This is an optimization exercise on Yosys and OpenROAD, whose aim is small area, a short achievable clock period and few clock cycles, not a production implementation. No activity file was given, so power comes from the tool's default toggle rates.

==> flow/design.v <==
module fixed_partition_fit_allocator_unit (
   input  logic        clock,
   input  logic        reset,
   input  logic        csr_wr_en,
   input  logic [0:0]  csr_index,
   input  logic [4:0]  csr_wdata,
   input  logic        req_valid,
   output logic        req_stall,
   input  logic [20:0] req_payload,
   output logic        rsp_valid,
   input  logic        rsp_stall,
   output logic [20:0] rsp_payload
);
   localparam int N = 16;
   function automatic logic [1:0] cmp16(input logic [15:0] a, input logic [15:0] b);
      logic [15:0] g, e;
      g = a & ~b;
      e = ~(a ^ b);
      for (int st = 1; st < 16; st = st * 2)
         for (int k = 0; k < 16; k += 2 * st) begin
            g[k] = g[k+st] | (e[k+st] & g[k]);
            e[k] = e[k+st] & e[k];
         end
      cmp16 = {g[0], e[0]};
   endfunction
   function automatic logic two16(input logic [15:0] x);
      logic [15:0] a, t;
      a = x;
      t = '0;
      for (int st = 1; st < 16; st = st * 2)
         for (int k = 0; k < 16; k += 2 * st) begin
            t[k] = t[k] | t[k+st] | (a[k] & a[k+st]);
            a[k] = a[k] | a[k+st];
         end
      two16 = t[0];
   endfunction
   logic            pol_next_q;
   logic            pol_bw_q;           
   logic            md_q;               
   logic [4:0]      count_q;
   logic [3:0]      ptr_q;              
   logic [N-1:0]    nf_a_q, nf_b_q, nf_e_q;
   logic [N-1:0]    used_q;
   logic [N-1:0]    fresh_q;
   logic [15:0]     size_q [N];
   logic            rf_act_q;
   logic [2:0]      rf_ph_q;
   logic            need_q;
   logic            v1_q, fe1_q, rf1_q, op1_q;
   logic [3:0]      idx1_q;
   logic [15:0]     w1_q;
   logic [N-1:0]    r1_q;               
   logic            v2_q, gr2_q;
   logic [N-1:0]    pick2_q;            
   logic [15:0]     b2_q;               
   logic            v3_q, gr3_q, bo3_q;
   logic [3:0]      idx3_q;
   logic [7:0]      lo3_q, hi3_q;
   logic            rsp_valid_q;
   logic [20:0]     rsp_q;
   logic freeze, accept, fe_issue, rf_issue;
   logic        in_op;
   logic [3:0]  in_idx;
   logic [15:0] in_w;
   assign in_op  = req_payload[20];
   assign in_idx = req_payload[19:16];
   assign in_w   = req_payload[15:0];
   assign freeze    = rsp_valid_q & rsp_stall;
   assign req_stall = freeze | rf_act_q | (req_valid & in_op & need_q);
   assign accept    = req_valid & ~req_stall & ~reset;
   logic [N-1:0] act;
   always_comb
      for (int i = 0; i < N; i++) act[i] = (count_q > 5'(i));
   logic         ld1;                   
   logic         s1_op;
   logic [3:0]   s1_idx;
   logic [15:0]  want;
   logic [1:0]   cr [N];
   logic [1:0]   fcr;
   logic [N-1:0] r1;
   assign ld1    = v1_q & ~op1_q;
   assign s1_op  = ~rf_act_q & in_op;
   assign s1_idx = rf_act_q ? ((rf_ph_q == 3'd3) ? idx3_q : lo_idx) : in_idx;
   assign want   = rf_act_q ? {hi3_q, lo3_q} : in_w;
   assign fcr    = cmp16(w1_q, want);
   always_comb
      for (int i = 0; i < N; i++) begin
         logic ge_i, le_i, hi_i;
         cr[i] = (ld1 && idx1_q == 4'(i)) ? fcr : cmp16(size_q[i], want);
         ge_i  = cr[i][1] | cr[i][0];
         le_i  = ~cr[i][1];
         hi_i  = (4'(i) > s1_idx);
         r1[i] = s1_op ? (ge_i & act[i]) : ((hi_i ^ md_q) ? ge_i : le_i);
      end
   assign fe_issue = rf_act_q & (rf_ph_q == 3'd0) & ~v1_q & ~v2_q & ~v3_q & ~rsp_valid_q & ~(&fresh_q);
   assign rf_issue = rf_act_q & (rf_ph_q == 3'd3);
   always_ff @(posedge clock) begin
      if (reset) begin
         v1_q  <= 1'b0;
         fe1_q <= 1'b0;
         rf1_q <= 1'b0;
      end else if (!freeze) begin
         v1_q  <= accept;
         fe1_q <= fe_issue;
         rf1_q <= rf_issue;
      end
   end
   always_ff @(posedge clock)
      if (!freeze) begin
         op1_q  <= s1_op;
         idx1_q <= s1_idx;
         w1_q   <= want;
         r1_q   <= r1;
      end
   logic [N-1:0] dec1, upd2, ld2;
   logic         do_req2;
   assign do_req2 = v1_q & op1_q & ~freeze;
   always_comb
      for (int i = 0; i < N; i++) begin
         dec1[i] = (idx1_q == 4'(i));
         upd2[i] = (ld1 | rf1_q) & dec1[i];
         ld2[i]  = ld1 & dec1[i];
      end
   always_ff @(posedge clock)
      for (int i = 0; i < N; i++)
         if (ld2[i] && !freeze) size_q[i] <= w1_q;
   logic [N-1:0] ord [N];
   for (genvar i = 0; i < N; i++) begin : g_row
      for (genvar j = i + 1; j < N; j++) begin : g_col
         always_ff @(posedge clock) begin
            if (upd2[i])      ord[i][j] <= r1_q[j];
            else if (upd2[j]) ord[i][j] <= r1_q[i];
         end
      end
   end
   logic [N-1:0] fit;
   logic [N-1:0] beats [N];
   logic [N-1:0] win;
   logic         any_fit;
   assign fit     = r1_q & ~used_q;
   assign any_fit = |fit;
   always_comb begin
      for (int i = 0; i < N; i++) beats[i] = '0;
      for (int i = 0; i < N; i++)
         for (int j = i + 1; j < N; j++) begin
            beats[i][j] = nf_a_q[i] | nf_b_q[j] | (ord[i][j] & nf_e_q[i]);
            beats[j][i] = ~beats[i][j];
         end
      for (int i = 0; i < N; i++) begin
         win[i] = fit[i];
         for (int j = 0; j < N; j++)
            if (j != i) win[i] = win[i] & (~fit[j] | beats[i][j]);
      end
   end
   logic [N-1:0] win_ge;                 
   logic [3:0]   win_idx;
   always_comb begin
      win_ge[0] = win[0];
      for (int i = 1; i < N; i++) win_ge[i] = win_ge[i-1] | win[i];
      win_idx = '0;
      for (int i = 0; i < N; i++)
         if (win[i]) win_idx = win_idx | 4'(i);
   end
   always_ff @(posedge clock) begin
      if (reset) used_q <= '0;
      else used_q <= (used_q | (win & {N{do_req2}})) & ~ld2;
   end
   logic [N-1:0] start_therm;
   logic [1:0]   new_pol;
   logic [4:0]   new_count;
   logic         csr_we;
   logic         nf_upd;
   assign csr_we = csr_wr_en & ~reset;
   assign nf_upd = do_req2 & pol_next_q & any_fit;
   always_comb begin
      for (int i = 0; i < N; i++) start_therm[i] = (4'(i) >= ptr_q);
      new_pol   = (csr_index == 1'b0) ? csr_wdata[1:0]
                : {pol_next_q | (pol_bw_q & md_q), pol_bw_q};
      new_count = (csr_index == 1'b1) ? csr_wdata : count_q;
   end
   always_ff @(posedge clock) begin
      if (reset) begin
         pol_next_q <= 1'b0;
         pol_bw_q   <= 1'b0;
         count_q    <= 5'd16;
      end else if (csr_we) begin
         pol_next_q <= (new_pol == 2'd2);
         pol_bw_q   <= new_pol[0];
         count_q    <= new_count;
      end
   end
   logic [N-1:0] s_new;
   logic         nf_new;
   assign s_new  = ((new_pol == 2'd2) && ({1'b0, ptr_q} < new_count)) ? start_therm : '1;
   assign nf_new = ~new_pol[0];
   always_ff @(posedge clock) begin
      if (reset) begin
         ptr_q  <= 4'd0;
         nf_a_q <= '1;
         nf_b_q <= '0;
         nf_e_q <= '1;
      end else if (csr_we) begin
         nf_a_q <= {N{nf_new}} & s_new;
         nf_b_q <= {N{nf_new}} & ~s_new;
         nf_e_q <= {N{~nf_new}} | s_new;
      end else if (nf_upd) begin
         ptr_q  <= win_idx;
         nf_a_q <= win_ge;
         nf_b_q <= ~win_ge;
         nf_e_q <= win_ge;
      end
   end
   always_ff @(posedge clock) begin
      if (reset) begin
         md_q    <= 1'b0;
         fresh_q <= '0;
      end else if (csr_we && new_pol[0] && (new_pol[1] != md_q)) begin
         md_q    <= new_pol[1];
         fresh_q <= '0;
      end else begin
         fresh_q <= fresh_q | upd2;
      end
   end
   logic [N-1:0] stale, stale_lo;
   logic         two_nx, below;
   logic [3:0]   lo_idx;
   always_comb begin
      stale = ~fresh_q;
      below = 1'b0;
      for (int i = 0; i < N; i++) begin
         stale_lo[i] = stale[i] & ~below;
         below       = below | stale[i];
      end
      two_nx = two16(~(fresh_q | upd2));
      lo_idx = '0;
      for (int i = 0; i < N; i++)
         if (stale_lo[i]) lo_idx = lo_idx | 4'(i);
   end
   always_ff @(posedge clock) begin
      if (reset) begin
         rf_act_q <= 1'b0;
         rf_ph_q  <= 3'd0;
         need_q   <= 1'b0;
      end else begin
         need_q   <= (csr_we ? new_pol[0] : pol_bw_q)
                     & (two_nx | (csr_we & new_pol[0] & (new_pol[1] != md_q)));
         rf_act_q <= req_valid & in_op & need_q;
         if (!rf_act_q || rf_ph_q == 3'd4) rf_ph_q <= 3'd0;
         else if (rf_ph_q != 3'd0 || fe_issue) rf_ph_q <= rf_ph_q + 3'd1;
      end
   end
   always_ff @(posedge clock) begin
      if (reset) v2_q <= 1'b0;
      else if (!freeze) v2_q <= v1_q;
   end
   always_ff @(posedge clock)
      if (!freeze) begin
         gr2_q   <= ~op1_q | any_fit;
         pick2_q <= op1_q ? win : dec1;
         b2_q    <= (op1_q & any_fit) ? w1_q : 16'd0;
      end
   logic [3:0]  idx3;
   logic [15:0] size3;
   always_comb begin
      idx3  = '0;
      size3 = '0;
      for (int i = 0; i < N; i++) begin
         if (pick2_q[i]) idx3 = idx3 | 4'(i);
         size3 = size3 | (size_q[i] & {16{pick2_q[i]}});
      end
   end
   always_ff @(posedge clock) begin
      if (reset) v3_q <= 1'b0;
      else if (!freeze) v3_q <= v2_q;
   end
   logic [8:0] lo3;
   assign lo3 = {1'b0, size3[7:0]} - {1'b0, b2_q[7:0]};
   always_ff @(posedge clock)
      if (!freeze) begin
         gr3_q  <= gr2_q;
         idx3_q <= idx3;
         lo3_q  <= lo3[7:0];
         bo3_q  <= lo3[8];
         hi3_q  <= size3[15:8] - b2_q[15:8];
      end
   always_ff @(posedge clock) begin
      if (reset) rsp_valid_q <= 1'b0;
      else if (!freeze) rsp_valid_q <= v3_q;
   end
   always_ff @(posedge clock)
      if (!freeze) rsp_q <= {gr3_q, idx3_q, hi3_q - {7'd0, bo3_q}, lo3_q};
   assign rsp_valid   = rsp_valid_q;
   assign rsp_payload = rsp_q;
endmodule
make LEC_CHECK=0 CAP_MARGIN=20 CORE_MARGIN=2 CORE_UTILIZATION=40 PLACE_DENSITY=0.6 SETUP_SLACK_MARGIN=0.8 SLEW_MARGIN=20 finish   # period 5.0 ns
run.sh (not shown) runs the stock make flow with config.mk's settings and CLKGATE_MAP_FILE= SYNTH_SCRIPT=/design/flow/synth_recipe.tcl, a recipe that flattens the netlist after the stock synthesis.
The first run produced a clean layout.
Rerun with:
Settings changed: SETUP_SLACK_MARGIN 0.8 to 2.5.
- The new run finished with timing, DRC and antenna clean
- final cell count is higher by 6.0%
- global-route usage rose by 0.31 points
- register-to-register slack gets better by 780 ps
- synthesized area stays the same
- final area goes up by 13%
- core utilization came out higher by 6.1 points
- synthesized cell count stays the same
- routed wire length rose by 1.9%
Rerun with:
==> flow/flow/run.sh (new file) <==
#!/bin/bash
# Layout flow: the standard flow (standard.sh) with two changes:
#  - synthesis leaves adders and comparators to ABC instead of mapping them
#    onto full- and half-adder cells (ADDER_MAP_FILE empty skips extract_fa),
#  - port buffers are buf_4 cells instead of the default delay buffers.
# Everything else, including the registers, is the standard flow's.
set -o pipefail
cp standard.sh standard_sh.txt
export ADDER_MAP_FILE=
export BUFFER_PORTS_ARGS="-buffer_cell sky130_fd_sc_hd__buf_4"
bash standard.sh > standard.log 2>&1
status=$?
echo "standard.sh exit $status"
exit $status
==> flow/standard.sh (new file) <==
#!/bin/bash
# synth_recipe.tcl (not shown) runs the flow's synth.tcl, then flattens the netlist and writes it again
# the make line also repeats each setting of config.mk as NAME=value (left out here)
make -C /OpenROAD-flow-scripts/flow DESIGN_CONFIG=/design/flow/config.mk WORK_HOME=/design/flow/orfs CLKGATE_MAP_FILE= SYNTH_SCRIPT=/design/flow/synth_recipe.tcl "${@:-finish}"
removed: flow/run.sh
The changed run finished with timing, DRC and antenna clean.
Maximum frequency is lower slightly.
Utilization is higher by 0.43 points.
Sequential power is higher by a few percent.
Final area is higher by a few percent.
Non-clock buffer count is higher by 85.
Global-route usage is higher by 1.7 points.
Worst hold slack hardly moves.
Die area is higher by a few percent.
Function was not checked in any run of this note: the RTL went through the layout flow alone.

-- port drivers added, routing unchanged --
The results above use ideal ports. As a check the final layouts listed here were re-extracted and re-timed, cells and wires unchanged. Step 1 (the two cells are an assumption about what drives the block):
set clk [get_ports {clock}]
set_driving_cell -lib_cell sky130_fd_sc_hd__clkbuf_16 $clk
set_driving_cell -lib_cell sky130_fd_sc_hd__buf_2 [delete_from_list [all_inputs] $clk]
Step 2 times the ports against the registers' clock, not the clock port: input delays grow and output delays shrink by t, the midpoint of the rising clock arrivals with the driver on. Three values: ideal ports, drivers, drivers and shift; two values: the first two.
| run | t (ns) | setup WS [ns] | worst register clock-pin slew, ns | cell pins on the clock port's net |
|---|---|---|---|---|
| the first run | 0.696 | 0.816 / 0.868 / 0.172 | 0.07 / 0.07 | 1 |
| the second run | 0.704 | 1.700 / 1.700 / 1.043 | 0.07 / 0.07 | 1 |
| the third run | 0.703 | 1.662 / 1.662 / 1.272 | 0.07 / 0.07 | 1 |
After both steps every run listed still meets setup and hold. For the second run, which loses most, drivers alone change the setup slack by 0.000 ns; drivers and shift together by -0.657 ns.
